This is an optimization exercise on Yosys and OpenROAD, whose aim is small area, a short achievable clock period and few clock cycles per item, not a production implementation.
Only simulation tests tie the RTL to the original design; equivalence was not proved.
No activity file was given, so power comes from the tool's default toggle rates.

<file path="flow/flow/run.sh">
#!/bin/bash
# Standard layout (the standard.sh) with three changes to how it is made:
# - ORFS timing repair aims at a setup slack of SETUP_SLACK_MARGIN ns against
#   the 13 ns clock, so it works toward a shorter period;
# - every input and output port still gets its own buffer, but a plain buf_2
#   rather than the delay cell buffer_ports picks by default, so that the
#   repair (which keeps cell footprints) can size port buffers for speed;
# - clock tree synthesis builds from clkbuf_4/clkbuf_8 and adds no dummy loads.
# Each tool's full output goes to standard.log in this folder.
export SETUP_SLACK_MARGIN=8.8
export BUFFER_PORTS_ARGS="-buffer_cell sky130_fd_sc_hd__buf_2"
export CTS_ARGS="-sink_clustering_enable -repair_clock_nets -dont_use_dummy_load -buf_list {sky130_fd_sc_hd__clkbuf_4 sky130_fd_sc_hd__clkbuf_8}"
bash standard.sh > standard.log 2>&1
</file>
<file path="flow/standard.sh">
#!/bin/bash
# synth_recipe.tcl (not shown) runs the flow's synth.tcl, then flattens the netlist and writes it again
# the make line also repeats each setting of config.mk as NAME=value (left out here)
make -C /OpenROAD-flow-scripts/flow DESIGN_CONFIG=/design/flow/config.mk WORK_HOME=/design/flow/orfs CLKGATE_MAP_FILE= SYNTH_SCRIPT=/design/flow/synth_recipe.tcl "${@:-finish}"
</file>
<file path="flow/config.mk">
export PLATFORM = sky130hd
export DESIGN_NAME = flagged_rle_pitched_blit
export DESIGN_NICKNAME = flagged_rle_pitched_blit
export VERILOG_FILES = /design/flow/design.v
export SDC_FILE = /design/flow/constraint.sdc
export NUM_CORES = 4
export LEC_CHECK = 0
export CAP_MARGIN = 20
export CORE_MARGIN = 2
export CORE_UTILIZATION = 40
export SLEW_MARGIN = 20
</file>
<file path="flow/constraint.sdc">
create_clock -name core_clock -period 13.0 [get_ports {clk}]
set_input_delay 2.6000 -clock core_clock [delete_from_list [all_inputs] [get_ports {clk}]]
set_output_delay 2.6000 -clock core_clock [all_outputs]
set_load 0.01 [all_outputs]
</file>
<file path="flow/design.v">
`default_nettype none
package rleb_pkg;
	localparam int SEG_ADDR_W = 25;
	localparam int CFG_IDX_W  = 3;
	localparam int CFG_DATA_W = 14;
	localparam logic [CFG_IDX_W-1:0] CFG_DEST_COL     = 3'd0;
	localparam logic [CFG_IDX_W-1:0] CFG_DEST_ROW     = 3'd1;
	localparam logic [CFG_IDX_W-1:0] CFG_LINE_PITCH   = 3'd2;
	localparam logic [CFG_IDX_W-1:0] CFG_IMAGE_WIDTH  = 3'd3;
	localparam logic [CFG_IDX_W-1:0] CFG_IMAGE_HEIGHT = 3'd4;
endpackage
`default_nettype wire
`default_nettype none
module rleb_front (
	input  wire logic        clk,
	input  wire logic        arst_n,
	input  wire logic        cfg_valid,
	input  wire logic [2:0]  cfg_index,
	input  wire logic [13:0] cfg_data,
	output logic [11:0]      dcol,
	output logic [11:0]      drow,
	output logic [11:0]      dcol_n,
	output logic [11:0]      drow_n,
	output logic [13:0]      pitch,
	output logic [12:0]      wc,
	output logic [12:0]      hc
);
	logic [12:0] w_in;
	logic [12:0] h_in;
	always_comb begin
		w_in = cfg_data[12:0];
		if (cfg_data[12:3] == '0) begin
			w_in = 13'd8;
		end else if (cfg_data[12] && (cfg_data[11:0] != '0)) begin
			w_in = 13'd4096;
		end
		h_in = cfg_data[12:0];
		if (cfg_data[12:0] == '0) begin
			h_in = 13'd1;
		end else if (cfg_data[12] && (cfg_data[11:0] != '0)) begin
			h_in = 13'd4096;
		end
		dcol_n = (cfg_valid && (cfg_index == rleb_pkg::CFG_DEST_COL)) ? cfg_data[11:0] : dcol;
		drow_n = (cfg_valid && (cfg_index == rleb_pkg::CFG_DEST_ROW)) ? cfg_data[11:0] : drow;
	end
	always_ff @(posedge clk or negedge arst_n) begin
		if (!arst_n) begin
			dcol  <= 12'd0;
			drow  <= 12'd0;
			pitch <= 14'd640;
			wc    <= 13'd640;
			hc    <= 13'd480;
		end else begin
			dcol <= dcol_n;
			drow <= drow_n;
			if (cfg_valid) begin
				case (cfg_index)
					rleb_pkg::CFG_LINE_PITCH:   pitch <= cfg_data[13:0];
					rleb_pkg::CFG_IMAGE_WIDTH:  wc    <= w_in;
					rleb_pkg::CFG_IMAGE_HEIGHT: hc    <= h_in;
					default: ;
				endcase
			end
		end
	end
endmodule
`default_nettype wire
`default_nettype none
module rleb_queue (
	input  wire logic        clk,
	input  wire logic        arst_n,
	input  wire logic        in_valid,
	output logic             in_ready,
	input  wire logic        is_run,
	input  wire logic [7:0]  pixel_color,
	input  wire logic [7:0]  run_length,
	input  wire logic        pop,
	input  wire logic        upd,
	input  wire logic [7:0]  upd_count,
	output logic             head_valid,
	output logic             head_nz,
	output logic [7:0]       head_count,
	output logic [7:0]       head_color
);
	logic        v0_q, v1_q;
	logic        nz0_q, nz1_q;
	logic [7:0]  cnt0_q, cnt1_q;
	logic [7:0]  col0_q, col1_q;
	logic        rdy_q;
	logic [7:0]  in_cnt;
	logic        in_nz;
	logic        push;
	logic        v1e;
	logic        v0_d, v1_d;
	always_comb begin
		in_cnt = is_run ? run_length : 8'd1;
		in_nz  = !is_run || (run_length != 8'd0);
		push   = in_valid && rdy_q;
		v1e    = v1_q && nz1_q;
		if (pop) begin
			v0_d = v1e || push;
			v1_d = v1e && push;
		end else begin
			v0_d = v0_q || push;
			v1_d = v1e || (v0_q && push);
		end
	end
	always_ff @(posedge clk) begin
		if (pop || !v0_q) begin
			if (v1e) begin
				cnt0_q <= cnt1_q;
				col0_q <= col1_q;
				nz0_q  <= 1'b1;
			end else begin
				cnt0_q <= in_cnt;
				col0_q <= pixel_color;
				nz0_q  <= in_nz;
			end
		end else if (upd) begin
			cnt0_q <= upd_count;
		end
		if (!v1e || pop) begin
			cnt1_q <= in_cnt;
			col1_q <= pixel_color;
			nz1_q  <= in_nz;
		end
	end
	always_ff @(posedge clk or negedge arst_n) begin
		if (!arst_n) begin
			v0_q  <= 1'b0;
			v1_q  <= 1'b0;
			rdy_q <= 1'b1;
		end else begin
			v0_q  <= v0_d;
			v1_q  <= v1_d;
			rdy_q <= !(v0_d && v1_d);
		end
	end
	assign in_ready   = rdy_q;
	assign head_valid = v0_q;
	assign head_nz    = nz0_q;
	assign head_count = cnt0_q;
	assign head_color = col0_q;
endmodule
`default_nettype wire
`default_nettype none
module rleb_back (
	input  wire logic          clk,
	input  wire logic          arst_n,
	input  wire logic [11:0]   dcol_n,
	input  wire logic [11:0]   drow_n,
	input  wire logic [13:0]   pitch,
	input  wire logic [12:0]   wc,
	input  wire logic [12:0]   hc,
	input  wire logic          cfg_valid,
	input  wire logic [2:0]    cfg_index,
	input  wire logic          head_valid,
	input  wire logic          head_nz,
	input  wire logic [7:0]    head_count,
	input  wire logic [7:0]    head_color,
	output logic               pop,
	output logic               upd,
	output logic [7:0]         upd_count,
	output logic               out_valid,
	input  wire logic          out_ready,
	output logic [24:0]        seg_address,
	output logic [7:0]         seg_length,
	output logic [7:0]         seg_color,
	output logic               image_done,
	output logic               last
);
	localparam int S_IDLE = 0;    
	localparam int S_BASE = 1;    
	localparam int S_SMUL = 2;    
	localparam int S_SUB  = 3;    
	localparam int S_CHK  = 4;    
	localparam int S_ROOM = 5;    
	localparam int S_CMP  = 6;    
	localparam int S_SETR = 7;    
	localparam int S_WAIT = 8;    
	localparam int S_DEC  = 9;    
	localparam int S_SUB2 = 10;   
	localparam int S_CMP2 = 11;   
	localparam int NS     = 12;
	logic [24:0] row_q;
	logic [12:0] col_q;
	logic [12:0] room_q;
	logic [12:0] rows_q;
	logic        fin_q;        
	logic        rl1_q;        
	logic        ready_q;      
	logic        started_q;    
	logic [24:0] pw_q;
	logic        renorm_q;     
	logic        base_ok_q;    
	logic        irr_q;        
	logic        cmpok_q;      
	logic [NS-1:0] su_q;
	logic [NS-1:0] su_d;
	logic [2:0]  cnt_q;
	logic [27:0] r_q;
	logic        neg_q;
	logic        out_valid_q;
	logic        fire_q;
	logic [24:0] addr_q;
	logic [7:0]  len_q;
	logic [7:0]  color_q;
	logic        done_q;
	logic        last_q;
	logic wr_base, wr_dim, wr_any;
	always_comb begin
		wr_base = cfg_valid && (cfg_index <= 3'd2);
		wr_dim  = cfg_valid && ((cfg_index == 3'd3) || (cfg_index == 3'd4));
		wr_any  = wr_base || wr_dim;
	end
	logic [7:0]  n;
	logic        room_big;
	logic        lt, eq, wrap, seg_done, seg_last;
	logic [7:0]  len;
	logic        out_free;
	logic        go;
	logic        fire;
	logic        drop;
	logic        reload;
	logic [24:0] row_pp;
	logic        col_ge_w;
	always_comb begin
		n        = head_count;
		room_big = (room_q[12:8] != '0);
		lt       = room_big || (n < room_q[7:0]);
		eq       = !room_big && (n == room_q[7:0]);
		len      = lt ? n : room_q[7:0];
		seg_done = !lt && fin_q;
		seg_last = lt || eq || fin_q;
		wrap     = !lt && !fin_q;
		out_free = !out_valid_q || out_ready;
		go       = ready_q && !renorm_q && head_valid && head_nz && (!irr_q || cmpok_q);
		fire     = go && out_free;
		drop     = head_valid && !head_nz;
		pop      = drop || (fire && seg_last);
		upd      = fire && !seg_last;
		upd_count = n - room_q[7:0];
		reload   = !ready_q && base_ok_q && su_q[S_IDLE];
		row_pp   = row_q + 25'(pitch);
		col_ge_w = (col_q >= wc);
	end
	logic        mul;
	logic [13:0] pp0, pp1;
	logic [30:0] sx, sy, sz;
	logic        scin;
	logic [30:0] ss, sc, st;
	logic [14:0] slo;
	logic        c14_q;
	logic        sel_pw_q;     
	logic        sel_room_q;
	logic        sel_col_q;
	logic        cin_q;
	logic        chi_q;
	always_comb begin
		mul   = su_q[S_BASE] || su_q[S_SMUL];
		pp0   = ({14{su_q[S_BASE] && r_q[0]}} & pitch) | ({14{su_q[S_SMUL] && r_q[0]}} & {1'b0, wc});
		pp1   = ({14{su_q[S_BASE] && r_q[1]}} & pitch) | ({14{su_q[S_SMUL] && r_q[1]}} & {1'b0, wc});
		sx = su_q[S_ROOM] ? {18'b0, wc} : {3'b0, r_q};
		sy = {3'b0, pp0, 14'b0}
		   | ({31{sel_pw_q}}   & ~{6'b0, pw_q})
		   | ({31{sel_col_q}}  & ~{18'b0, col_q});
		sz = {2'b0, pp1, 15'b0}
		   | ({31{sel_room_q}} & ~{18'b0, room_q});
		scin = cin_q;
		ss = sx ^ sy ^ sz;
		sc = {((sx[29:0] & sy[29:0]) | (sx[29:0] & sz[29:0]) | (sy[29:0] & sz[29:0])), 1'b0};
		slo = {1'b0, ss[13:0]} + {1'b0, sc[13:0]} + {14'b0, scin};
		st[13:0]  = slo[13:0];
		st[30:14] = ss[30:14] + sc[30:14] + {16'b0, c14_q && chi_q};
	end
	logic smul_go;
	logic base_go;
	always_comb begin
		smul_go = su_q[S_IDLE] && renorm_q && head_valid && head_nz && !wr_any;
		base_go = (wr_base && !irr_q) || (su_q[S_IDLE] && !base_ok_q && !smul_go);
		su_d = '0;
		if (su_q[S_IDLE]) begin
			su_d[S_IDLE] = 1'b1;
		end
		if (su_q[S_BASE]) begin
			if (cnt_q == 3'd5) su_d[S_IDLE] = 1'b1;
			else su_d[S_BASE] = 1'b1;
		end
		if (su_q[S_SMUL]) begin
			if (cnt_q == 3'd6) su_d[S_SUB] = 1'b1;
			else su_d[S_SMUL] = 1'b1;
		end
		if (su_q[S_SUB]) begin
			su_d[S_SUB2] = 1'b1;
		end
		if (su_q[S_SUB2]) begin
			su_d[S_CHK] = 1'b1;
		end
		if (su_q[S_CHK]) begin
			if (neg_q) su_d[S_IDLE] = 1'b1;
			else su_d[S_ROOM] = 1'b1;
		end
		if (su_q[S_ROOM] || su_q[S_DEC]) begin
			su_d[S_CMP] = 1'b1;
		end
		if (su_q[S_CMP]) begin
			su_d[S_CMP2] = 1'b1;
		end
		if (su_q[S_CMP2]) begin
			su_d[S_SETR] = 1'b1;
		end
		if (su_q[S_SETR]) begin
			su_d[S_WAIT] = 1'b1;
		end
		if (su_q[S_WAIT]) begin
			if (fire && seg_done) su_d[S_IDLE] = 1'b1;
			else if (fire) su_d[S_DEC] = 1'b1;
			else su_d[S_WAIT] = 1'b1;
		end
		if (wr_dim && started_q) begin
			su_d = '0;
			su_d[S_IDLE] = 1'b1;
		end else if (smul_go) begin
			su_d = '0;
			su_d[S_SMUL] = 1'b1;
		end else if (base_go) begin
			su_d = '0;
			su_d[S_BASE] = 1'b1;
		end
	end
	always_ff @(posedge clk or negedge arst_n) begin
		if (!arst_n) begin
			su_q        <= NS'(1) << S_IDLE;
			base_ok_q   <= 1'b0;
			renorm_q    <= 1'b0;
			irr_q       <= 1'b0;
			cmpok_q     <= 1'b0;
			ready_q     <= 1'b0;
			started_q   <= 1'b0;
			out_valid_q <= 1'b0;
			fire_q      <= 1'b0;
		end else begin
			su_q   <= su_d;
			fire_q <= fire;
			if (fire) begin
				out_valid_q <= 1'b1;
			end else if (out_ready) begin
				out_valid_q <= 1'b0;
			end
			if (su_q[S_BASE] && (cnt_q == 3'd5)) begin
				base_ok_q <= 1'b1;
			end
			if (smul_go || wr_base) begin
				base_ok_q <= 1'b0;
			end
			if (su_q[S_CHK] && neg_q) begin
				renorm_q  <= 1'b0;
				ready_q   <= 1'b0;
				started_q <= 1'b0;
			end
			if (su_q[S_ROOM]) begin
				renorm_q <= 1'b0;
				irr_q    <= 1'b1;
			end
			if (su_q[S_SETR]) begin
				cmpok_q <= 1'b1;
			end
			if (fire) begin
				cmpok_q <= 1'b0;
				if (seg_done) begin
					irr_q <= 1'b0;
				end
			end
			if (wr_any && !started_q) begin
				ready_q <= 1'b0;
			end
			if (wr_dim && started_q) begin
				renorm_q <= 1'b1;
				irr_q    <= 1'b0;
				cmpok_q  <= 1'b0;
			end
			if (reload && !wr_any) begin
				ready_q <= 1'b1;
			end
			if (fire) begin
				started_q <= !seg_done;
				if (seg_done) begin
					ready_q <= 1'b0;
				end
			end
		end
	end
	always_ff @(posedge clk) begin
		if (su_d[S_BASE] || su_d[S_SMUL]) begin
			cnt_q <= su_q[S_IDLE] ? 3'd0 : (base_go ? 3'd0 : cnt_q + 3'd1);
		end
		if (base_go) begin
			r_q <= {2'b0, dcol_n, 2'b0, drow_n};
		end else if (smul_go) begin
			r_q <= {15'b0, hc};
		end else if (mul) begin
			r_q <= st[29:2];
		end
		neg_q <= st[30];
		c14_q <= slo[14];
		sel_pw_q   <= su_d[S_SUB] || su_d[S_SUB2] || su_d[S_CMP] || su_d[S_CMP2] || su_d[S_SETR];
		sel_room_q <= su_d[S_CMP] || su_d[S_CMP2];
		sel_col_q  <= su_d[S_ROOM];
		cin_q      <= su_d[S_ROOM] || su_d[S_CMP] || su_d[S_CMP2] || su_d[S_SETR];
		chi_q      <= su_d[S_SUB2] || su_d[S_CMP2];
	end
	always_ff @(posedge clk) begin
		if (reload || (su_q[S_CHK] && neg_q) || (fire_q && done_q)) begin
			pw_q <= '0;
		end else if (fire_q) begin
			pw_q <= pw_q + 25'(len_q);
		end
	end
	always_ff @(posedge clk) begin
		if (reload) begin
			row_q  <= r_q[26:2];
			col_q  <= '0;
			room_q <= wc;
			rows_q <= hc;
			fin_q  <= (hc == 13'd1);
			rl1_q  <= (hc == 13'd2);
		end else if (su_q[S_CHK] && !neg_q) begin
			if (col_ge_w) begin
				col_q <= '0;
				row_q <= row_pp;
			end
		end else if (su_q[S_ROOM]) begin
			room_q <= st[12:0];
		end else if (su_q[S_SETR]) begin
			fin_q <= neg_q;
			if (neg_q) begin
				room_q <= st[12:0];
			end
		end else if (fire) begin
			if (lt) begin
				col_q  <= col_q + 13'(n);
				room_q <= room_q - 13'(n);
			end else begin
				col_q  <= '0;
				room_q <= wc;
			end
			if (wrap) begin
				row_q  <= row_pp;
				rows_q <= rows_q - 13'd1;
				fin_q  <= rl1_q;
				rl1_q  <= (rows_q == 13'd3);
			end
		end
	end
	always_ff @(posedge clk) begin
		if (fire) begin
			addr_q  <= row_q + 25'(col_q);
			len_q   <= len;
			color_q <= head_color;
			done_q  <= seg_done;
			last_q  <= seg_last;
		end
	end
	assign out_valid   = out_valid_q;
	assign seg_address = addr_q;
	assign seg_length  = len_q;
	assign seg_color   = color_q;
	assign image_done  = done_q;
	assign last        = last_q;
endmodule
`default_nettype wire
`default_nettype none
module flagged_rle_pitched_blit #(
	parameter int MAX_DIM   = 4096,
	parameter int ADDR_BITS = 25
) (
	input  wire logic                                clk,
	input  wire logic                                arst_n,
	input  wire logic                                in_valid,
	output logic                                     in_ready,
	input  wire logic                                is_run,
	input  wire logic [7:0]                          pixel_color,
	input  wire logic [7:0]                          run_length,
	output logic                                     out_valid,
	input  wire logic                                out_ready,
	output logic [rleb_pkg::SEG_ADDR_W-1:0]          seg_address,
	output logic [7:0]                               seg_length,
	output logic [7:0]                               seg_color,
	output logic                                     image_done,
	output logic                                     last,
	input  wire logic                                cfg_valid,
	output logic                                     cfg_ready,
	input  wire logic [rleb_pkg::CFG_IDX_W-1:0]      cfg_index,
	input  wire logic [rleb_pkg::CFG_DATA_W-1:0]     cfg_data
);
	logic [11:0] dcol;
	logic [11:0] drow;
	logic [11:0] dcol_n;
	logic [11:0] drow_n;
	logic [13:0] pitch;
	logic [12:0] wc;
	logic [12:0] hc;
	logic        pop;
	logic        head_valid;
	logic        head_nz;
	logic [7:0]  head_count;
	logic [7:0]  head_color;
	logic        upd;
	logic [7:0]  upd_count;
	assign cfg_ready = 1'b1;
	rleb_front u_front (
		.clk       (clk),
		.arst_n    (arst_n),
		.cfg_valid (cfg_valid),
		.cfg_index (cfg_index),
		.cfg_data  (cfg_data),
		.dcol      (dcol),
		.drow      (drow),
		.dcol_n    (dcol_n),
		.drow_n    (drow_n),
		.pitch     (pitch),
		.wc        (wc),
		.hc        (hc)
	);
	rleb_queue u_queue (
		.clk         (clk),
		.arst_n      (arst_n),
		.in_valid    (in_valid),
		.in_ready    (in_ready),
		.is_run      (is_run),
		.pixel_color (pixel_color),
		.run_length  (run_length),
		.pop         (pop),
		.upd         (upd),
		.upd_count   (upd_count),
		.head_valid  (head_valid),
		.head_nz     (head_nz),
		.head_count  (head_count),
		.head_color  (head_color)
	);
	rleb_back u_back (
		.clk         (clk),
		.arst_n      (arst_n),
		.dcol_n      (dcol_n),
		.drow_n      (drow_n),
		.pitch       (pitch),
		.wc          (wc),
		.hc          (hc),
		.cfg_valid   (cfg_valid),
		.cfg_index   (cfg_index),
		.head_valid  (head_valid),
		.head_nz     (head_nz),
		.head_count  (head_count),
		.head_color  (head_color),
		.pop         (pop),
		.upd         (upd),
		.upd_count   (upd_count),
		.out_valid   (out_valid),
		.out_ready   (out_ready),
		.seg_address (seg_address),
		.seg_length  (seg_length),
		.seg_color   (seg_color),
		.image_done  (image_done),
		.last        (last)
	);
endmodule
`default_nettype wire
</file>
==> impl_metrics.env, run 1 <==
export IMPL_status="no timing/DRC/antenna violations"
export IMPL_grt_util_all_layers_pct=22.53
export IMPL_grt_pass1_wl_mm=81.64
export IMPL_ir_worst_vdd_v=0.0001075
export IMPL_fin_total_pwr_mw=3.908
export IMPL_ctsHoldBuffers=0
export IMPL_rows=78
export IMPL_ys_async_sr_fraction_pct=29.69
export IMPL_synth_top_flop_cell="edfxtp_1"
export IMPL_io_pins=85
export IMPL_synth_compound_area_share_pct=16.98
export IMPL_initial_utilization_pct=40.37
export IMPL_crit_start="cfg_index[2]"
export IMPL_ant_nets=0
export IMPL_ctsLongestPathBuffers=3
export IMPL_postPlaceCellArea_um2=19330
export IMPL_finalCritPeriodShare_pct=31.90
export IMPL_antenna_found_initial=0
export IMPL_leakage_nw=8.231
export IMPL_clkPwrFrac_pct=17.9
export IMPL_cts_max_level=2
export IMPL_grt_pass1_vias=14082
export IMPL_vias=14285
export IMPL_tightest_slew_ns=1.085
export IMPL_clkSinkCount=293
export IMPL_r2r_end="u_back.room_q[11]"
export IMPL_numCtsBuffers=53
export IMPL_hp_class="reg2reg"
export IMPL_nNetsFinal=2097
export IMPL_synthCells=1825
export IMPL_synth_edf_count=157
export IMPL_slowest_delay_ns=0.57
export IMPL_netSwitchingPower_mw=1.599
export IMPL_cp_slowest_cell="or3b_2"
export IMPL_arrival_ns=4.46
export IMPL_synth_top_family_by_area="compound AO/OA/AOI/OAI gates"
export IMPL_endpoint="u_back.cnt_q[1]"
export IMPL_end_kind="flip-flop"
export IMPL_synthAdderAreaFrac_pct=11.55
export IMPL_synth_most_common_cell="nand2_1"
export IMPL_wl_per_cell_um=21.03
export IMPL_ys_seq_area_share_pct=43.14
export IMPL_grt_overflow_total=0
export IMPL_die_x_um=217.8
export IMPL_drive_gt1_share_pct=13.45
export IMPL_synthMuxAreaShare_pct=4.442
export IMPL_gp_congestion=0.8730
export IMPL_synth_common_cells="nand2_1, edfxtp_1, nor2_1"
export IMPL_wl_mm=52.81
export IMPL_antenna_cells=0
export IMPL_clock_skew_ns=0.07141
export IMPL_maxSlewHeadroom_pct=27.56
export IMPL_dr_pass1_iters=5
export IMPL_start_kind="input port"
export IMPL_path_max_fanout=36
export IMPL_grt_start_max_net_pins=62
export IMPL_fin_crit_ns=4.147
export IMPL_rsz0062_at_grt="yes"
export IMPL_p_int_mw=2.308
export IMPL_power_density_nw_per_um2=193.1
export IMPL_worst_setup_path_type="in2reg"
export IMPL_r2r_worst_path_cells=11
export IMPL_port_buffers=83
export IMPL_yosys_warnings=3
export IMPL_max_clock_freq_ghz=0.2412
export IMPL_dieHeight_um=217.8
export IMPL_synth_area_leader_cell="edfxtp_1"
export IMPL_ff2ff_setup_slack_ns=8.95
export IMPL_crit_required_ns=13.31
export IMPL_synth_simple_area_share_pct=14.80
export IMPL_hold_viol=0
export IMPL_setup_violations=0
export IMPL_viasPerCell=5.689
export IMPL_dp_hpwl_mm=39.93
export IMPL_crit_chain="buf_2, nand2b_1, or3b_2, o21ai_2, buf_8, a21oi_1, nor3_1, or2_2"
export IMPL_maxCapViolCount=0
export IMPL_synth_top_cell_area_share_pct=25.79
export IMPL_cts_tree="done"
export IMPL_syn_nets=2009
export IMPL_clkLatencyLatePin_ns=0.65
export IMPL_sw_frac_of_total_pct=40.93
export IMPL_ys_ff_latch=293
export IMPL_syn_area_um2=18280
export IMPL_die_area_um2=47420
export IMPL_clk_root_buffer_cell="clkbuf_8"
export IMPL_comb_power_share_pct=44.1
export IMPL_fin_area_um2=20240
export IMPL_synth_xor_area_share_pct=5.271
export IMPL_synth_cell_types=96
export IMPL_seq_power_share_pct=38.0
export IMPL_core_um2=45280
export IMPL_clkTransAtPathRegs_ns=0.06
export IMPL_drt_iter0_markers=1271
export IMPL_netlist_top_cells_area="edfxtp_1, dfrtp_1, ha_1, dfxtp_1, fa_1"
export IMPL_slew_viol_final=0
export IMPL_area_growth_pct=10.74
export IMPL_drc=0
export IMPL_tns_ns=0
export IMPL_r2r_start="u_back.r_q[1]"
export IMPL_synth_area_per_cell_um2=10.02
## worst min-delay path by stage
| stage | end | slack [ns] | startpoint | depth (start not counted) |
|---|---|---|---|---|
| 2_1_floorplan | u_back.color_q[0] | 0.40 | u_queue.col0_q[0] | 0 |
| 3_3_place_gp | u_back.color_q[3] | 0.40 | u_queue.col0_q[3] | 0 |
| 3_5_place_dp | u_back.color_q[2] | 0.41 | u_queue.col0_q[2] | 0 |
| 4_1_cts | u_back.color_q[4] | 0.42 | u_queue.col0_q[4] | 0 |
| 5_1_grt | u_back.color_q[4] | 0.42 | u_queue.col0_q[4] | 0 |
| 6_report | u_back.color_q[4] | 0.41 | u_queue.col0_q[4] | 0 |
## through the flow
| stage | worst slack (ns) | util, % | instances | hold WS [ns] |
|---|---|---|---|---|
| after detailed placement | 7.997 | 42.68 | 2449 | 0.4072 |
| final | 8.853 | 44.70 | 2511 | 0.4122 |
| after global routing | 8.794 | 44.70 | 2511 | 0.4239 |
| after floorplan | 8.803 | - | 1825 | 0.4003 |
| after global placement | 8.053 | 42.68 | 2449 | 0.4027 |
| after CTS | 8.793 | 44.38 | 2503 | 0.4152 |
## metal layers
metal	vias up	routed length, um	global-route usage [%]
met3	106	3855	4.449
li1	6748	-	-
met2	454	23430	34.86
met1	6977	23740	31.16
met4	0	1790	8.639
met5	-	0	0
## power groups by stage
stage / sequential, mW / clock, mW / combinational, mW
after CTS: 1.49 / 0.723 / 1.67
final: 1.49 / 0.700 / 1.72
after global placement: 1.50 / 0 / 1.62
after detailed placement: 1.50 / 0 / 1.65
after global routing: 1.50 / 0.758 / 1.91
after floorplan: 1.36 / 0 / 1.27
## layout by cell type, fill, tap and decap left out, types with 9 or more instances in the layout
master     instances
o21ai_0           89
and3_1            14
dfrtp_1           74
dfstp_2           10
a21o_1            24
nand3_1           38
inv_1            106
a221o_1           12
clkbuf_8          53
mux2_2            41
o21ai_1           21
and2_1            17
o31ai_1           23
xnor2_1           66
o21a_1            21
ha_1             108
fa_1              37
o21bai_1           9
mux2i_1           35
edfxtp_1         157
a22o_1            30
or3_1             13
a22oi_1           11
nor2_1           115
nand2b_1          29
nor4_1             9
nand2_1          192
buf_4             15
nor3_1            37
nor2b_1           41
a21oi_1           98
dfxtp_1           47
a211oi_1          22
buf_2             82
a31oi_1            9
xor2_1            44
nand4_1           13
a2bb2oi_1         10
## critical path: cells and delay by family
kind	cells	cell delay, ns
simple gates	4	1.30
compound gates	2	0.18
buf+inv	2	0.38
## flip-flops by register name, summed over array words and instances, names as in the netlist, 12 cells and up
register and count:
u_back.r_q 28, u_back.addr_q 25, u_back.pw_q 25, u_back.row_q 25
u_front.pitch 14, u_back.col_q 13, u_back.room_q 13, u_back.rows_q 13
u_front.hc 13, u_front.wc 13, u_back.su_q 12, u_front.dcol 12
u_front.drow 12
## layout make-up
cell class | count | area (um2)
inverter | 111 | 432.9
fill | 4370 | 25040
sequential | 293 | 7894
timing repair buffer | 101 | 593.1
clock buffer | 53 | 729.5
multi-input combinational | 1353 | 9842
tap | 600 | 750.7
## cells by family (layout without fill, tap and decap cells)
kind of cell | Yosys count | after routing
AOI/OAI and AO/OA | 458 | 459
DFF | 293 | 293
other | 1 | 1
and+or+nand+nor | 559 | 560
adders and majority gates | 147 | 147
xor gates and xnor gates | 110 | 110
buffers and inverters | 181 | 265
muxes | 76 | 76
## what timing repair did
item	in CTS	in global routing
hold endpoints to repair	0	0
resized for setup	8	14
gates cloned	1	1
setup endpoints to repair	41	71
pin swaps	0	3
setup buffers	0	7
Testbench counts, summed over its fixed seeds: cycles 8,178, items 5,611.
==> run 2: changes to the inputs <==
--- a/flow/flow/run.sh
+++ b/flow/flow/run.sh
@@ -9,3 +9,3 @@
 # Each tool's full output goes to standard.log in this folder.
-export SETUP_SLACK_MARGIN=8.8
+export SETUP_SLACK_MARGIN=9
 export BUFFER_PORTS_ARGS="-buffer_cell sky130_fd_sc_hd__buf_2"
--- a/flow/config.mk
+++ b/flow/config.mk
@@ -9,3 +9,3 @@
 export CORE_MARGIN = 2
-export CORE_UTILIZATION = 40
+export CORE_UTILIZATION = 60
 export SLEW_MARGIN = 20
==> run 2 against run 1 <==
Total power rose by 0.90%. Clock skew is 0.020 ns lower. Maximum frequency increased by 3.9%. Sequential cell count unchanged. Synthesized cell count did not move. Count of clock-buffer cells in the layout down 2. Non-clock buffer count increased by 6. Die area down 33%. Design area shrank 0.83%. Setup slack better by 0.15 ns. Hold slack worse by 0.0050 ns. Largest power group unchanged. Highest routed layer is now met5.
==> impl_metrics.env, run 2 <==
export IMPL_area_growth_pct=9.823
export IMPL_grt_pass1_wl_mm=79.78
export IMPL_antenna_cells=0
export IMPL_hold_viol=0
export IMPL_cp_slowest_cell="or3_1"
export IMPL_clkLatencyLatePin_ns=0.61
export IMPL_wl_per_cell_um=22.86
export IMPL_final_common_cell="nand2_1"
export IMPL_worst_setup_path_type="in2reg"
export IMPL_use_met3_pct=7.694
export IMPL_max_clock_freq_ghz=0.2505
export IMPL_leakage_nw=8.281
export IMPL_die_area_um2=31880
export IMPL_synth_area_per_cell_um2=10.02
export IMPL_grt_overflow_total=0
export IMPL_ctsLongestPathBuffers=3
export IMPL_crit_chain="buf_2, o21ai_0, a21oi_1, buf_4, o21ai_2, or3_1, a31oi_1"
export IMPL_synth_cell_types=96
export IMPL_port_buffers=83
export IMPL_clkSinkCount=293
export IMPL_path_max_fanout=22
export IMPL_grtUsageMet2_pct=50.55
export IMPL_dp_cells=2239
export IMPL_ctsHoldBuffers=0
export IMPL_clock_skew_ns=0.05111
export IMPL_wl_mm=52.66
export IMPL_numCtsBuffers=51
export IMPL_synth_edf_count=157
export IMPL_cts_max_level=2
export IMPL_holdPathStages=0
export IMPL_grt_start_max_net_pins=78
export IMPL_ys_ff_latch=293
export IMPL_slowest_delay_ns=0.52
export IMPL_grt_pass1_vias=13928
export IMPL_grt_util_all_layers_pct=33.55
export IMPL_maxSlewHeadroom_pct=28.67
export IMPL_r2r_worst_path_cells=11
export IMPL_hp_class="reg2reg"
export IMPL_synth_common_cells="nand2_1, edfxtp_1, nor2_1"
export IMPL_drc=0
export IMPL_slew_viol_final=0
export IMPL_power_density_nw_per_um2=196.4
export IMPL_rows=63
export IMPL_tns_ns=0
export IMPL_fin_crit_ns=3.992
export IMPL_layout_common_cells="nand2_1, edfxtp_1, nor2_1"
export IMPL_dieHeight_um=178.5
export IMPL_drive_gt1_share_pct=14.52
export IMPL_maxCapViolCount=0
export IMPL_tightest_slew_ns=1.067
export IMPL_top_register="u_back.r_q"
export IMPL_fin_cells=2304
export IMPL_finalCritPeriodShare_pct=30.71
export IMPL_start_kind="input port"
export IMPL_arrival_ns=4.42
export IMPL_setup_violations=0
export IMPL_cts_tree="done"
export IMPL_drt_iter0_markers=1326
export IMPL_syn_nets=2009
export IMPL_synth_top_flop_cell="edfxtp_1"
export IMPL_viasPerCell=6.301
export IMPL_clk_root_buffer_cell="clkbuf_8"
export IMPL_top_usage_layer="met2"
export IMPL_crit_required_ns=13.43
export IMPL_dp_hpwl_mm=39.00
export IMPL_rsz0062_at_grt="yes"
export IMPL_yosys_warnings=3
export IMPL_netlist_top_cells_area="edfxtp_1, dfrtp_1, ha_1, dfxtp_1, fa_1"
export IMPL_vias=14518
export IMPL_synth_top_cell_area_share_pct=25.79
export IMPL_gp_congestion=0.9210
export IMPL_ant_nets=0
export IMPL_synth_area_leader_cell="edfxtp_1"
export IMPL_end_kind="flip-flop"
export IMPL_antenna_found_initial=0
export IMPL_io_pins=85
export IMPL_ys_async_sr_fraction_pct=29.69
export IMPL_ir_worst_vdd_v=0.0001390
export IMPL_clkTransAtPathRegs_ns=0.06
export IMPL_nNetsFinal=2100
export IMPL_syn_area_um2=18280
export IMPL_fin_util_pct=67.37
export IMPL_largest_reg_flops=28
export IMPL_dr_pass1_iters=5
export IMPL_synth_most_common_cell="nand2_1"
export IMPL_core_um2=29800
export IMPL_ys_seq_area_share_pct=43.14
export IMPL_gr_usage_met1_pct=47.82
export IMPL_synthCells=1825
export IMPL_status="no timing/DRC/antenna violations"
export IMPL_initial_utilization_pct=61.35
export IMPL_die_x_um=178.5
## run 2: cell counts after synthesis
Identical to the previous run, type by type.
## run 2: kinds of logic (layout without fill, tap and decap cells)
logic type,count (synthesis),after routing,synth area share [%]
DFF,293,293,43.14
other,1,1,0.02052
and+or+nand+nor,559,559,14.80
AOI/OAI and AO/OA,458,459,16.98
buffers and inverters,181,269,3.792
adders and majority gates,147,147,11.55
xor gates and xnor gates,110,110,5.271
muxes,76,76,4.442
## run 2: metrics by stage
stage	area, um2	setup slack (ns)	hold WS [ns]	power [mW]
2_1_floorplan	18440	8.880	0.4003	2.634
3_3_place_gp	19140	8.107	0.4002	3.119
3_5_place_dp	19140	8.020	0.4065	3.155
4_1_cts	19910	9.006	0.4050	3.864
5_1_grt	20070	8.992	0.4173	4.175
6_report	20070	9.008	0.4071	3.943
## run 2: report_power, final
group          switching, mW  internal [mW]  total (mW)  leakage [nW]
Combinational           1.06          0.708        1.77          4.99
Sequential             0.225           1.25        1.48          2.93
Clock                  0.352          0.344       0.696         0.367
## run 2: per-layer routing
| layer | up-vias | routed length, um |
|---|---|---|
| li1 | 6738 | - |
| met1 | 7006 | 23030 |
| met2 | 649 | 23060 |
| met3 | 123 | 4858 |
| met4 | 2 | 1595 |
| met5 | - | 118 |
## run 2: worst paths after layout
path,end,start,slack (ns)
hold reg to reg,u_back.color_q[5],u_queue.col0_q[5],0.41
hold / removal,u_back.color_q[5],u_queue.col0_q[5],0.41
setup reg to reg,u_back.r_q[27],u_back.su_q[1],9.15
min in group asynchronous,u_front.dcol[6],arst_n,1.82
setup / recovery,u_back.sel_pw_q,cfg_index[1],9.01
max in group asynchronous,u_back.su_q[5],arst_n,10.12
## run 2: what timing repair did
action / in CTS / in global routing
pin swaps: 1 / 2
gates resized for setup: 16 / 15
endpoints found under the setup margin: 111 / 42
setup buffers: 0 / 13
gates cloned: 1 / 0
## run 2: critical path: cells and delay by family
family,cells,cell delay [ns]
AO/OA/AOI/OAI,4,0.85
AND/OR/NAND/NOR,1,0.52
buffers and inverters,2,0.45
## run 2: layout make-up
cell class | count | area, um2
Timing Repair Buffer | 107 | 613.1
Inverter | 111 | 436.7
Clock buffer | 51 | 701.9
Tap cell | 390 | 488.0
Sequential cell | 293 | 7894
Fill cell | 2416 | 9722
Multi-Input combinational cell | 1352 | 9941
==> run 3: changes to the inputs <==
--- a/flow/config.mk
+++ b/flow/config.mk
@@ -9,3 +9,3 @@
 export CORE_MARGIN = 2
-export CORE_UTILIZATION = 60
+export CORE_UTILIZATION = 40
 export SLEW_MARGIN = 20
==> run 3 against run 2 <==
Sequential power is essentially flat. Clock skew grew 0.015 ns. Synthesized area is the same. Still clean on timing, DRC and antenna. Hold slack gained 0.0024 ns. First-iteration DRC count shrank 6.3%. Total power grew 0.26%. Critical path depth grew 4. Sequential share of layout area shrank 0.88 points. Die area grew 49%. Global-route usage shrank 11 points. Highest routed layer is now met4. Design area grew 2.3%.
==> impl_metrics.env, run 3 <==
export IMPL_status="no timing/DRC/antenna violations"
export IMPL_drc=0
export IMPL_maxSlewHeadroom_pct=29.59
export IMPL_clk_root_buffer_cell="clkbuf_8"
export IMPL_slew_viol_final=0
export IMPL_grt_pass1_vias=14128
export IMPL_cts_tree="done"
export IMPL_maxCapViolCount=0
export IMPL_drive_gt1_share_pct=15.28
export IMPL_crit_chain="buf_4, a22o_1, a221o_1, fa_1, ha_1, and3_1, a221oi_2, o21ai_0, a211oi_1, xor2_1, o31ai_1"
export IMPL_ant_nets=0
export IMPL_synth_edf_count=157
export IMPL_clock_skew_ns=0.06629
export IMPL_synth_top_cell_area_share_pct=25.79
export IMPL_finalCritPeriodShare_pct=30.52
export IMPL_fin_crit_ns=3.968
export IMPL_synth_top_flop_cell="edfxtp_1"
export IMPL_dp_hpwl_mm=39.94
export IMPL_ys_async_sr_fraction_pct=29.69
export IMPL_clkSinkCount=293
export IMPL_path_max_fanout=10
export IMPL_ctsHoldBuffers=0
export IMPL_cp_slowest_cell="dfrtp_4"
export IMPL_io_pins=85
export IMPL_ff2ff_setup_slack_ns=9.03
export IMPL_largest_reg_flops=28
export IMPL_synth_most_common_cell="nand2_1"
export IMPL_yosys_warnings=3
export IMPL_setup_violations=0
export IMPL_hp_class="reg2reg"
export IMPL_fin_total_pwr_mw=3.953
export IMPL_synth_common_cells="nand2_1, edfxtp_1, nor2_1"
export IMPL_ys_ff_latch=293
export IMPL_end_kind="flip-flop"
export IMPL_crit_family="compound AO/OA/AOI/OAI gates"
export IMPL_clkLatencyLatePin_ns=0.63
export IMPL_ctsLongestPathBuffers=3
export IMPL_slowest_delay_ns=0.55
export IMPL_clkTransAtPathRegs_ns=0.06
export IMPL_antenna_cells=0
export IMPL_worst_setup_path_type="reg2reg"
export IMPL_ir_worst_vdd_v=0.00007839
export IMPL_gp_congestion=0.8861
export IMPL_die_area_um2=47420
export IMPL_antenna_found_initial=0
export IMPL_layout_common_cells="nand2_1, edfxtp_1, nor2_1"
export IMPL_netlist_top_cells_area="edfxtp_1, dfrtp_1, ha_1, dfxtp_1, fa_1"
export IMPL_cts_max_level=2
export IMPL_grt_overflow_total=0
export IMPL_leakage_nw=8.390
export IMPL_start_kind="flip-flop"
export IMPL_core_um2=45280
export IMPL_cp_num_buf_inv=1
export IMPL_top_register="u_back.r_q"
export IMPL_fin_cells=2530
export IMPL_dieHeight_um=217.8
export IMPL_vias=14365
export IMPL_grt_util_all_layers_pct=22.92
export IMPL_synth_area_per_cell_um2=10.02
export IMPL_nNetsFinal=2116
export IMPL_port_buffers=83
export IMPL_viasPerCell=5.678
export IMPL_die_x_um=217.8
export IMPL_max_clock_freq_ghz=0.2520
export IMPL_ys_seq_area_share_pct=43.14
export IMPL_synth_cell_types=96
export IMPL_power_density_nw_per_um2=192.5
export IMPL_synthCells=1825
export IMPL_drt_iter0_markers=1242
export IMPL_arrival_ns=4.32
export IMPL_synth_area_leader_cell="edfxtp_1"
export IMPL_wl_mm=53.87
export IMPL_grt_start_max_net_pins=77
export IMPL_hold_viol=0
export IMPL_initial_utilization_pct=40.37
export IMPL_dr_pass1_iters=7
export IMPL_final_common_cell="nand2_1"
export IMPL_hold_slack_ns=0.4095
export IMPL_syn_nets=2009
export IMPL_rsz0062_at_grt="yes"
export IMPL_tns_ns=0
export IMPL_tightest_slew_ns=1.055
export IMPL_crit_required_ns=13.35
export IMPL_syn_area_um2=18280
export IMPL_dp_cells=2451
export IMPL_rows=78
export IMPL_numCtsBuffers=51
export IMPL_wl_per_cell_um=21.29
export IMPL_area_growth_pct=12.36
export IMPL_grt_pass1_wl_mm=83.05
-- run 3: cell counts after synthesis --
No cell type changed its count.
-- run 3: cells by family (layout without fill, tap and decap cells) --
logic type	after synthesis	count (layout)	share of synthesized area [%]
muxes	76	76	4.442
and+or+nand+nor	559	560	14.80
DFF	293	293	43.14
xor gates and xnor gates	110	110	5.271
other	1	1	0.02052
adders and majority gates	147	147	11.55
buffers and inverters	181	284	3.792
AOI/OAI and AO/OA	458	459	16.98
-- run 3: report_power, final --
group	internal, mW	total [mW]	switching (mW)
clock network	0.344	0.693	0.349
logic	0.726	1.79	1.07
registers	1.25	1.47	0.212
total	2.32	3.95	1.63
-- run 3: area by class of cell --
class | count | area (um2)
Fill cell | 4339 | 24750
Timing Repair Buffer | 122 | 768.2
Sequential cell | 293 | 7895
Tap cell | 600 | 750.7
Multi-Input combinational cell | 1353 | 9977
Inverter | 111 | 444.2
Clock buffer | 51 | 701.9
-- run 3: worst paths after layout --
check / endpoint / from / depth (start not counted)
worst max-delay path: u_back.r_q[25] / u_back.su_q[1] / 11
worst min-delay path: u_back.color_q[2] / u_queue.col0_q[2] / 0
worst max register to register: u_back.r_q[25] / u_back.su_q[1] / 11
worst min register to register: u_back.color_q[2] / u_queue.col0_q[2] / 0
max in group asynchronous: u_back.su_q[1] / arst_n / 2
min in group asynchronous: u_front.pitch[8] / arst_n / 1
-- run 3: repair_timing --
item	in CTS	in global routing
pin swaps	4	7
setup buffers	2	24
endpoints found under the hold margin	0	0
cloned	2	0
gates resized for setup	22	23
endpoints found under the setup margin	107	56
-- run 3: routing by layer --
layer,global-route usage (%),vias to the layer above,wire length (um)
met5,0,-,0
met4,7.007,0,1465
met3,3.961,102,3393
met2,36.07,443,24120
met1,32.26,7041,24890
li1,-,6779,-
-- run 3: per-stage QoR --
step	setup WS, ns	area (um2)	utilization, %
2_1_floorplan	8.880	18440	-
3_3_place_gp	8.126	19420	42.89
3_5_place_dp	8.025	19420	42.89
4_1_cts	8.881	20230	44.67
5_1_grt	8.917	20540	45.35
6_report	9.032	20540	45.35
-- run 3: worst reg2reg max path, stage by stage (launching register included) --
cell	delay (ns)
dfrtp_4	0.55
buf_4	0.18
a22o_1	0.22
a221o_1	0.33
fa_1	0.48
ha_1	0.36
and3_1	0.21
a221oi_2	0.51
o21ai_0	0.14
a211oi_1	0.29
xor2_1	0.32
o31ai_1	0.10
==> run 4: changes to the inputs <==
--- a/flow/flow/run.sh
+++ b/flow/flow/run.sh
@@ -7,3 +7,4 @@
 #   repair (which keeps cell footprints) can size port buffers for speed;
-# - clock tree synthesis builds from clkbuf_4/clkbuf_8 and adds no dummy loads.
+# - clock tree synthesis builds from clkbuf_8/clkbuf_16 with up to 30
+#   flip-flops per leaf buffer, and adds no dummy loads.
 # Each tool's full output goes to standard.log in this folder.
@@ -11,3 +12,3 @@
 export BUFFER_PORTS_ARGS="-buffer_cell sky130_fd_sc_hd__buf_2"
-export CTS_ARGS="-sink_clustering_enable -repair_clock_nets -dont_use_dummy_load -buf_list {sky130_fd_sc_hd__clkbuf_4 sky130_fd_sc_hd__clkbuf_8}"
+export CTS_ARGS="-sink_clustering_enable -repair_clock_nets -dont_use_dummy_load -sink_buffer_max_cap_derate 0.001 -sink_clustering_size 30 -sink_clustering_max_diameter 200 -buf_list {sky130_fd_sc_hd__clkbuf_8 sky130_fd_sc_hd__clkbuf_16}"
 bash standard.sh > standard.log 2>&1
==> run 4 against run 3 <==
Critical path type is now in2reg. Largest cell class unchanged. Still clean on timing, DRC and antenna. Cell count decreased by 1.5%. Critical path depth decreased by 3. Maximum frequency decreased by 0.63%. Non-clock buffer count increased by 2.
==> impl_metrics.env, run 4 <==
export IMPL_port_buffers=83
export IMPL_fin_crit_ns=3.993
export IMPL_grt_overflow_total=0
export IMPL_leakage_nw=8.191
export IMPL_max_clock_freq_ghz=0.2504
export IMPL_vias=14186
export IMPL_clkLatencyLatePin_ns=0.53
export IMPL_ys_ff_latch=293
export IMPL_drive_gt1_share_pct=13.84
export IMPL_layout_common_cells="nand2_1, edfxtp_1, nor2_1"
export IMPL_arrival_ns=4.18
export IMPL_finalCritPeriodShare_pct=30.72
export IMPL_crit_required_ns=13.19
export IMPL_largest_reg_flops=28
export IMPL_synth_most_common_cell="nand2_1"
export IMPL_worst_setup_path_type="in2reg"
export IMPL_cts_tree="done"
export IMPL_viasPerCell=5.690
export IMPL_ys_async_sr_fraction_pct=29.69
export IMPL_netSwitchingPower_mw=1.570
export IMPL_dr_pass1_iters=8
export IMPL_drt_iter0_markers=1255
export IMPL_clkSinkCount=293
export IMPL_fin_util_pct=44.61
export IMPL_core_um2=45280
export IMPL_numCtsBuffers=13
export IMPL_clkPwrFrac_pct=12.5
export IMPL_grt_start_max_net_pins=77
export IMPL_die_x_um=217.8
export IMPL_maxSlewHeadroom_pct=28.57
export IMPL_area_growth_pct=10.51
export IMPL_ctsLongestPathBuffers=3
export IMPL_drc=0
export IMPL_maxCapViolCount=0
export IMPL_synth_area_per_cell_um2=10.02
export IMPL_tightest_slew_ns=1.070
export IMPL_ys_seq_area_share_pct=43.14
export IMPL_r2r_end="u_back.r_q[25]"
export IMPL_setup_violations=0
export IMPL_syn_nets=2009
export IMPL_sw_frac_of_total_pct=41.98
export IMPL_clock_skew_ns=0.07400
export IMPL_start_kind="input port"
export IMPL_grt_pass1_wl_mm=81.54
export IMPL_comb_power_share_pct=48.5
export IMPL_cts_max_level=1
export IMPL_min_from="u_queue.col0_q[2]"
export IMPL_synthCells=1825
export IMPL_top_register="u_back.r_q"
export IMPL_io_pins=85
export IMPL_status="no timing/DRC/antenna violations"
export IMPL_wl_per_cell_um=21.22
export IMPL_p_int_mw=2.169
export IMPL_grt_util_all_layers_pct=22.24
export IMPL_power_density_nw_per_um2=185.1
export IMPL_ant_nets=0
export IMPL_antenna_cells=0
export IMPL_seq_power_share_pct=39.1
export IMPL_path_max_fanout=22
export IMPL_initial_utilization_pct=40.37
export IMPL_hold_viol=0
export IMPL_ff2ff_setup_slack_ns=9.09
export IMPL_tns_ns=0
export IMPL_die_area_um2=47420
export IMPL_hp_class="reg2reg"
export IMPL_num_fill_cells=4348
export IMPL_synth_edf_count=157
export IMPL_synth_cell_types=96
export IMPL_rsz0062_at_grt="yes"
export IMPL_synth_top_cell_area_share_pct=25.79
export IMPL_end_kind="flip-flop"
export IMPL_dp_hpwl_mm=39.94
export IMPL_holdPathStages=0
export IMPL_hold_end="u_back.color_q[2]"
export IMPL_grt_pass1_vias=13817
export IMPL_synth_common_cells="nand2_1, edfxtp_1, nor2_1"
export IMPL_gp_congestion=0.8861
export IMPL_syn_area_um2=18280
export IMPL_clk_root_buffer_cell="clkbuf_16"
export IMPL_netlist_top_cells_area="edfxtp_1, dfrtp_1, ha_1, dfxtp_1, fa_1"
export IMPL_slew_viol_final=0
export IMPL_r2r_start="u_back.su_q[1]"
export IMPL_rows=78
export IMPL_synth_area_leader_cell="edfxtp_1"
export IMPL_synth_top_flop_cell="edfxtp_1"
export IMPL_nNetsFinal=2079
export IMPL_clkTransAtPathRegs_ns=0.11
export IMPL_yosys_warnings=3
export IMPL_ir_worst_vdd_v=0.00008721
export IMPL_dieHeight_um=217.8
export IMPL_antenna_found_initial=0
export IMPL_wl_mm=52.91
export IMPL_r2r_worst_path_cells=12
export IMPL_final_common_cell="nand2_1"
## run 4: cell types whose count changed in the layout (fill, tap and decap cells not counted), sizes merged
cell / before / now
buf: 121 / 124
clkbuf: 52 / 13
clkinv: 2 / 3
inv: 106 / 105
nand2: 195 / 194
## run 4: metrics by stage
step	setup slack, ns	power (mW)	hold slack [ns]	cells	cell area [um2]
after CTS	8.936	3.674	0.4083	2477	19920
after global placement	8.126	3.127	0.4010	2451	19420
after floorplan	8.880	2.634	0.4003	1825	18440
final	9.007	3.739	0.4027	2493	20200
after detailed placement	8.025	3.154	0.4045	2451	19420
after global routing	8.924	3.989	0.4176	2493	20200
## run 4: worst max-delay path, stage by stage
cell     delay, ns
buf_2         0.18
o21ai_0       0.15
a21oi_1       0.20
buf_6         0.23
o21a_4        0.26
nand3_1       0.10
a21oi_1       0.25
or2_4         0.19
## run 4: cell families after synthesis
kind of cell | after synthesis | synth area share, %
adder cells (fa/ha/maj) | 147 | 11.55
buffers and inverters | 181 | 3.792
XOR/XNOR | 110 | 5.271
AND/OR/NAND/NOR | 559 | 14.80
AO/OA/AOI/OAI | 458 | 16.98
flip-flops | 293 | 43.14
multiplexers | 76 | 4.442
other | 1 | 0.02052
## run 4: worst max path at each step
stage / startpoint / endpoint / slack, ns / cells past startpoint
6_report: cfg_index[1] / u_back.cnt_q[1] / 9.01 / 8
5_1_grt: cfg_index[1] / u_back.cnt_q[0] / 8.92 / 9
4_1_cts: u_back.su_q[1] / u_back.r_q[24] / 8.94 / 14
3_5_place_dp: out_ready / u_queue.rdy_q / 8.02 / 7
3_3_place_gp: out_ready / u_queue.rdy_q / 8.13 / 7
2_1_floorplan: out_ready / u_back.col_q[11] / 8.88 / 8
## run 4: power groups by stage
stage	Combinational [mW]	Sequential, mW	Clock [mW]
after global routing	2.01	1.47	0.509
after CTS	1.73	1.46	0.486
final	1.81	1.46	0.467
after detailed placement	1.66	1.50	0
after global placement	1.63	1.50	0
after floorplan	1.27	1.36	0
## run 4: timing repair
| item | CTS | global route |
|---|---|---|
| hold buffers | 0 | 0 |
| buffers inserted | 12 | 16 |
| endpoints found under the setup margin | 139 | 84 |
| pin swaps | 1 | 10 |
| gates cloned | 1 | 0 |
| resized for setup | 21 | 30 |
## run 4: cell type report
cell class                      instances  area, um2  area share (%)
Sequential cell                       293       7895           39.08
Clock buffer                           13      325.3           1.610
Inverter                              111      454.2           2.248
Tap cell                              600      750.7           3.716
Multi-Input combinational cell       1352       9997           49.49
Timing Repair Buffer                  124      778.2           3.853
## run 4: layer usage
metal / wire length (um) / track usage (%)
met1: 24600 / 32.12
met2: 24240 / 36.21
met3: 2994 / 2.357
met4: 1077 / 4.535
met5: 0 / 0
==> run 5: changes to the inputs <==
--- a/flow/flow/run.sh
+++ b/flow/flow/run.sh
@@ -7,3 +7,3 @@
 #   repair (which keeps cell footprints) can size port buffers for speed;
-# - clock tree synthesis builds from clkbuf_8/clkbuf_16 with up to 30
+# - clock tree synthesis builds from clkbuf_8/clkbuf_16 with up to 24
 #   flip-flops per leaf buffer, and adds no dummy loads.
@@ -12,3 +12,3 @@
 export BUFFER_PORTS_ARGS="-buffer_cell sky130_fd_sc_hd__buf_2"
-export CTS_ARGS="-sink_clustering_enable -repair_clock_nets -dont_use_dummy_load -sink_buffer_max_cap_derate 0.001 -sink_clustering_size 30 -sink_clustering_max_diameter 200 -buf_list {sky130_fd_sc_hd__clkbuf_8 sky130_fd_sc_hd__clkbuf_16}"
+export CTS_ARGS="-sink_clustering_enable -repair_clock_nets -dont_use_dummy_load -sink_buffer_max_cap_derate 0.001 -sink_clustering_size 24 -sink_clustering_max_diameter 120 -buf_list {sky130_fd_sc_hd__clkbuf_8 sky130_fd_sc_hd__clkbuf_16}"
 bash standard.sh > standard.log 2>&1
==> run 5 against run 4 <==
Sequential cell count unchanged. Design area is 0.33% higher. Global-route usage up 0.14 points. Non-clock buffer count stayed put. Cell count increased by 0.16%. Die area did not move.
==> impl_metrics.env, run 5 <==
export IMPL_dieHeight_um=217.8
export IMPL_setup_violations=0
export IMPL_clock_skew_ns=0.08559
export IMPL_vias=14172
export IMPL_ys_ff_latch=293
export IMPL_synth_top_cell_area_share_pct=25.79
export IMPL_finalCritPeriodShare_pct=30.09
export IMPL_initial_utilization_pct=40.37
export IMPL_largest_reg_flops=28
export IMPL_die_x_um=217.8
export IMPL_ctsHoldBuffers=0
export IMPL_crit_required_ns=13.46
export IMPL_ys_seq_area_share_pct=43.14
export IMPL_comb_power_share_pct=47.8
export IMPL_cts_max_level=1
export IMPL_synth_edf_count=157
export IMPL_syn_nets=2009
export IMPL_power_density_nw_per_um2=187.6
export IMPL_clkLatencyLatePin_ns=0.54
export IMPL_syn_area_um2=18280
export IMPL_synthCells=1825
export IMPL_core_um2=45280
export IMPL_dp_hpwl_mm=39.94
export IMPL_drc=0
export IMPL_synth_common_cells="nand2_1, edfxtp_1, nor2_1"
export IMPL_antenna_cells=0
export IMPL_gp_congestion=0.8861
export IMPL_worst_setup_path_type="in2reg"
export IMPL_synth_simple_area_share_pct=14.80
export IMPL_drive_gt1_share_pct=13.92
export IMPL_clkPwrFrac_pct=13.8
export IMPL_status="no timing/DRC/antenna violations"
export IMPL_yosys_warnings=3
export IMPL_wl_mm=53.44
export IMPL_slew_viol_final=0
export IMPL_synth_cell_types=96
export IMPL_antenna_found_initial=0
export IMPL_cts_tree="done"
export IMPL_crit_chain="buf_2, nand2b_4, nand2b_2, inv_16, a21oi_4, or3_4, or4_1, o31ai_1"
export IMPL_synth_xor_area_share_pct=5.271
export IMPL_die_area_um2=47420
export IMPL_sw_frac_of_total_pct=41.88
export IMPL_tns_ns=0
export IMPL_fin_area_um2=20270
export IMPL_wl_per_cell_um=21.40
export IMPL_numCtsBuffers=16
export IMPL_maxCapViolCount=0
export IMPL_netlist_top_cells_area="edfxtp_1, dfrtp_1, ha_1, dfxtp_1, fa_1"
export IMPL_nNetsFinal=2083
export IMPL_netSwitchingPower_mw=1.592
export IMPL_end_kind="flip-flop"
export IMPL_hp_class="reg2reg"
export IMPL_synth_top_flop_cell="edfxtp_1"
export IMPL_io_pins=85
export IMPL_tightest_slew_ns=1.076
export IMPL_clkTransAtPathRegs_ns=0.11
export IMPL_maxSlewHeadroom_pct=28.19
export IMPL_synth_area_per_cell_um2=10.02
export IMPL_rows=78
export IMPL_rsz0062_at_grt="yes"
export IMPL_clkSinkCount=293
export IMPL_fin_crit_ns=3.911
export IMPL_grt_util_all_layers_pct=22.38
export IMPL_port_buffers=83
export IMPL_synth_top_family_by_area="compound AO/OA/AOI/OAI gates"
export IMPL_synthAdderAreaFrac_pct=11.55
export IMPL_area_growth_pct=10.88
export IMPL_synth_compound_area_share_pct=16.98
export IMPL_ys_async_sr_fraction_pct=29.69
export IMPL_max_clock_freq_ghz=0.2557
export IMPL_viasPerCell=5.676
export IMPL_ant_nets=0
export IMPL_postPlaceCellArea_um2=19420
export IMPL_grt_overflow_total=0
export IMPL_layout_common_cells="nand2_1, edfxtp_1, nor2_1"
export IMPL_ir_worst_vdd_v=0.00009231
export IMPL_ff2ff_setup_slack_ns=9.10
export IMPL_grt_pass1_vias=13849
export IMPL_synth_area_leader_cell="edfxtp_1"
export IMPL_cp_slowest_cell="or4_1"
export IMPL_grt_pass1_wl_mm=81.95
export IMPL_dr_pass1_iters=5
export IMPL_final_common_cell="nand2_1"
export IMPL_start_kind="input port"
export IMPL_synth_most_common_cell="nand2_1"
export IMPL_arrival_ns=4.38
export IMPL_synthMuxAreaShare_pct=4.442
export IMPL_top_register="u_back.r_q"
export IMPL_grt_start_max_net_pins=77
export IMPL_drt_iter0_markers=1299
export IMPL_clk_root_buffer_cell="clkbuf_16"
export IMPL_hold_viol=0
export IMPL_p_int_mw=2.210
export IMPL_path_max_fanout=48
export IMPL_slowest_delay_ns=0.47
export IMPL_seq_power_share_pct=38.4
export IMPL_ctsLongestPathBuffers=3
export IMPL_leakage_nw=8.221
-- run 5: cell count changes in the layout (fill, tap and decap cells not counted), sizes merged --
cell    change
buf         -2
clkinv      -1
clkbuf      +5
inv         +1
nand2       +1
-- run 5: worst paths after layout --
check,startpoint,to,depth (start not counted)
worst max-delay path,out_ready,u_back.col_q[11],8
worst min-delay path,u_queue.col0_q[2],u_back.color_q[2],0
worst max register to register,u_back.sel_col_q,u_back.room_q[11],13
worst min register to register,u_queue.col0_q[2],u_back.color_q[2],0
max in group asynchronous,arst_n,u_back.su_q[2],2
min in group asynchronous,arst_n,u_front.pitch[13],1
-- run 5: repair_timing --
action | CTS | global route
endpoints found under the setup margin | 140 | 78
setup buffers | 5 | 23
gates resized for setup | 21 | 23
pin swaps | 4 | 7
cloned | 2 | 0
-- run 5: per-stage QoR --
stage               power (mW)  setup WS [ns]  hold WS (ns)  utilization [%]  std cells
floorplan                2.634          8.880        0.4003                -       1825
global placement         3.127          8.126        0.4010            42.89       2451
detailed placement       3.154          8.025        0.4045            42.89       2451
CTS                      3.720          8.918        0.4265            44.07       2474
global route             4.050          8.831        0.4357            44.76       2497
finish                   3.802          9.089        0.4251            44.76       2497
-- run 5: routing by layer --
layer	track usage [%]	routed length (um)	vias to the layer above
met1	32.30	24560	6932
met2	35.86	24150	454
li1	-	-	6702
met4	5.397	1211	0
met5	0	0	-
met3	2.650	3522	84
-- run 5: layout make-up --
class | count | area [um2]
clock buffers | 16 | 400.4
fillers | 4343 | 25020
inverters | 111 | 444.2
multi-input cells | 1353 | 9992
flip-flops and latches | 293 | 7895
well taps | 600 | 750.7
repair buffers | 124 | 785.8
-- run 5: logic make-up after synthesis --
| logic type | after synthesis |
|---|---|
| multiplexers | 76 |
| flip-flops | 293 |
| buffers and inverters | 181 |
| adder cells (fa/ha/maj) | 147 |
| other | 1 |
| XOR/XNOR | 110 |
| AND/OR/NAND/NOR | 559 |
| AO/OA/AOI/OAI | 458 |
-- run 5: worst max-delay path, delay by kind of cell --
family          cells  cell delay (ns)
simple gates        4             1.17
compound gates      2             0.21
buf+inv             2             0.35
-- run 5: power by group through the flow --
| stage | registers [mW] | logic, mW | clock network, mW |
|---|---|---|---|
| 6_report | 1.46 | 1.82 | 0.524 |
| 5_1_grt | 1.47 | 2.01 | 0.564 |
| 4_1_cts | 1.47 | 1.72 | 0.537 |
| 3_5_place_dp | 1.50 | 1.66 | 0 |
| 3_3_place_gp | 1.50 | 1.63 | 0 |
| 2_1_floorplan | 1.36 | 1.27 | 0 |
==> run 6: changes to the inputs <==
--- a/flow/flow/run.sh
+++ b/flow/flow/run.sh
@@ -4,3 +4,3 @@
 #   the 13 ns clock, so it works toward a shorter period;
-# - every input and output port still gets its own buffer, but a plain buf_2
+# - every input and output port still gets its own buffer, but a plain buf_1
 #   rather than the delay cell buffer_ports picks by default, so that the
@@ -11,3 +11,3 @@
 export SETUP_SLACK_MARGIN=9
-export BUFFER_PORTS_ARGS="-buffer_cell sky130_fd_sc_hd__buf_2"
+export BUFFER_PORTS_ARGS="-buffer_cell sky130_fd_sc_hd__buf_1"
 export CTS_ARGS="-sink_clustering_enable -repair_clock_nets -dont_use_dummy_load -sink_buffer_max_cap_derate 0.001 -sink_clustering_size 24 -sink_clustering_max_diameter 120 -buf_list {sky130_fd_sc_hd__clkbuf_8 sky130_fd_sc_hd__clkbuf_16}"
--- a/flow/config.mk
+++ b/flow/config.mk
@@ -11 +11,2 @@
 export SLEW_MARGIN = 20
+export TNS_END_PERCENT = 0
==> run 6 against run 5 <==
Still clean on timing, DRC and antenna. Via count hardly changed. Clock skew is 0.034 ns lower. First-iteration DRC count is 1.2% higher. Sequential cell count stayed put. Synthesized area stayed put. Combinational power is 5% lower. Cell count is 0.36% lower. Global-route usage is 0.079 points lower. Critical endpoint is now u_front.hc[8]. Highest routed layer unchanged.
==> impl_metrics.env, run 6 <==
export IMPL_status="no timing/DRC/antenna violations"
export IMPL_nNetsFinal=2074
export IMPL_largest_reg_flops=28
export IMPL_top_register="u_back.r_q"
export IMPL_ys_seq_area_share_pct=43.14
export IMPL_clkSinkCount=293
export IMPL_synth_cell_types=96
export IMPL_dieHeight_um=217.8
export IMPL_final_common_cell="nand2_1"
export IMPL_drc=0
export IMPL_synth_area_per_cell_um2=10.02
export IMPL_postPlaceCellArea_um2=19270
export IMPL_clkPwrFrac_pct=14.0
export IMPL_ys_async_sr_fraction_pct=29.69
export IMPL_port_buffers=83
export IMPL_tns_ns=0
export IMPL_numCtsBuffers=16
export IMPL_holdPathStages=1
export IMPL_fin_util_pct=44.19
export IMPL_ant_nets=0
export IMPL_die_area_um2=47420
export IMPL_tightest_slew_ns=1.086
export IMPL_core_um2=45280
export IMPL_netSwitchingPower_mw=1.566
export IMPL_leakage_nw=7.923
export IMPL_clock_skew_ns=0.05189
export IMPL_seq_power_share_pct=39.7
export IMPL_antenna_found_initial=1
export IMPL_max_clock_freq_ghz=0.2450
export IMPL_grt_overflow_total=0
export IMPL_synthCells=1825
export IMPL_slew_viol_final=0
export IMPL_ctsHoldBuffers=0
export IMPL_comb_power_share_pct=46.4
export IMPL_path_max_fanout=6
export IMPL_fin_total_pwr_mw=3.741
export IMPL_wl_mm=53.09
export IMPL_dr_pass1_iters=6
export IMPL_layout_common_cells="nand2_1, edfxtp_1, nor2_1"
export IMPL_fin_crit_ns=4.082
export IMPL_rsz0062_at_grt="yes"
export IMPL_worst_setup_path_type="in2reg"
export IMPL_dp_hpwl_mm=40.15
export IMPL_initial_utilization_pct=40.37
export IMPL_cts_tree="done"
export IMPL_antenna_cells=0
export IMPL_synth_top_cell_area_share_pct=25.79
export IMPL_setup_violations=0
export IMPL_end_kind="flip-flop"
export IMPL_clkLatencyLatePin_ns=0.54
export IMPL_grt_util_all_layers_pct=22.30
export IMPL_vias=14161
export IMPL_synth_area_leader_cell="edfxtp_1"
export IMPL_netlist_top_cells_area="edfxtp_1, dfrtp_1, ha_1, dfxtp_1, fa_1"
export IMPL_crit_required_ns=13.47
export IMPL_power_density_nw_per_um2=186.9
export IMPL_clk_root_buffer_cell="clkbuf_16"
export IMPL_grt_pass1_wl_mm=80.90
export IMPL_ctsLongestPathBuffers=3
export IMPL_syn_area_um2=18280
export IMPL_synth_top_flop_cell="edfxtp_1"
export IMPL_syn_nets=2009
export IMPL_grt_pass1_vias=13621
export IMPL_maxSlewHeadroom_pct=27.50
export IMPL_sw_frac_of_total_pct=41.85
export IMPL_yosys_warnings=3
export IMPL_synth_common_cells="nand2_1, edfxtp_1, nor2_1"
export IMPL_io_pins=85
export IMPL_ys_ff_latch=293
export IMPL_viasPerCell=5.692
export IMPL_arrival_ns=4.55
export IMPL_area_growth_pct=9.487
export IMPL_wl_per_cell_um=21.34
export IMPL_maxCapViolCount=0
export IMPL_r2r_worst_path_cells=14
export IMPL_ir_worst_vdd_v=0.00008741
export IMPL_grt_start_max_net_pins=76
export IMPL_dp_cells=2453
export IMPL_hold_viol=0
export IMPL_hp_class="reg2reg"
export IMPL_start_kind="input port"
export IMPL_drt_iter0_markers=1315
export IMPL_p_int_mw=2.176
export IMPL_synth_most_common_cell="nand2_1"
export IMPL_finalCritPeriodShare_pct=31.40
export IMPL_drive_gt1_share_pct=8.792
export IMPL_fin_area_um2=20010
export IMPL_gp_congestion=0.8915
export IMPL_rows=78
export IMPL_cts_max_level=1
export IMPL_clkTransAtPathRegs_ns=0.10
export IMPL_synth_edf_count=157
export IMPL_die_x_um=217.8
export IMPL_fin_cells=2488
run 6: cell counts after synthesis:
No cell type changed its count.
run 6: final cells by class:
| class | instances | area, um2 |
|---|---|---|
| fill | 4331 | 25270 |
| multi-input combinational | 1352 | 9905 |
| inverter | 111 | 436.7 |
| timing repair buffer | 115 | 616.8 |
| tap | 600 | 750.7 |
| clock buffer | 16 | 400.4 |
| timing repair inverter | 1 | 8.758 |
| sequential | 293 | 7895 |
run 6: worst max-delay path: stages:
cell and delay, ns:
buf_1 0.24, nor4_2 0.41, nand3_1 0.15, or4_4 0.48, xnor2_1 0.16, nor2_2 0.31
a22o_1 0.19
run 6: metrics by stage:
step,hold slack (ns),worst slack [ns]
floorplan,0.4003,8.819
finish,0.4294,8.918
global placement,0.4009,8.022
detailed placement,0.4054,7.889
global route,0.4325,8.875
CTS,0.4268,8.883
run 6: path summary, 6_finish.rpt:
kind	start	to	slack (ns)
worst min-delay path	u_back.su_q[11]	u_back.su_q[7]	0.43
max in group asynchronous	arst_n	u_back.su_q[1]	9.68
worst max-delay path	cfg_data[6]	u_front.hc[8]	8.92
min in group asynchronous	arst_n	u_front.pitch[8]	2.04
worst min register to register	u_back.su_q[11]	u_back.su_q[7]	0.43
worst max register to register	u_back.su_q[1]	u_back.r_q[24]	9.08
run 6: metal layers:
layer | global-route usage, % | wire (um)
met1 | 32.12 | 24140
met2 | 34.86 | 23660
met3 | 3.403 | 3772
met4 | 6.190 | 1520
met5 | 0 | 0
run 6: repair_timing:
item / in CTS / in global routing
gates cloned: 2 / 0
setup endpoints to repair: 153 / 105
resized for setup: 25 / 17
buffers inserted: 1 / 16
pin swaps: 1 / 4
run 6: cell families (layout without fill, tap and decap cells):
family	after synthesis	after routing	synth area share, %
compound gates	458	459	16.98
flops	293	293	43.14
other cells	1	1	0.02052
fa+ha+maj	147	147	11.55
mux	76	76	4.442
simple gates	559	559	14.80
xor+xnor	110	110	5.271
buf+inv	181	243	3.792
run 6: power by group through the flow:
stage | clock (mW) | sequential [mW] | combinational [mW]
5_1_grt | 0.564 | 1.50 | 1.93
3_5_place_dp | 0 | 1.50 | 1.65
2_1_floorplan | 0 | 1.36 | 1.27
3_3_place_gp | 0 | 1.50 | 1.63
4_1_cts | 0.538 | 1.48 | 1.69
6_report | 0.522 | 1.48 | 1.73

==> static timing again, ports no longer ideal <==
How much do the figures lean on ideal ports? The routed layouts below were timed once more, with nothing changed but the port constraints.
Step 1: set_driving_cell puts a clkbuf_16 on clk and a buf_2 on each other input, an assumption about the parent block.
Step 2, shift: input delay + t, output delay - t, t = (earliest + latest rising clock arrival at the registers) / 2. This alone moves slack from input paths to output paths.
a / b / c = no drivers / after step 1 / after step 2; a / b = the first two.
| run | shift t [ns] | setup slack, ns |
|---|---|---|
| run 1 | 0.662 | 8.853 / 8.883 / 8.221 |
| run 2 | 0.633 | 9.008 / 9.035 / 8.401 |
| run 3 | 0.655 | 9.032 / 9.008 / 8.483 |
| run 4 | 0.549 | 9.007 / 9.029 / 8.480 |
| run 5 | 0.559 | 9.089 / 9.096 / 8.565 |
| run 6 | 0.569 | 8.918 / 8.952 / 8.383 |
After both steps setup and hold are still met in every run listed.
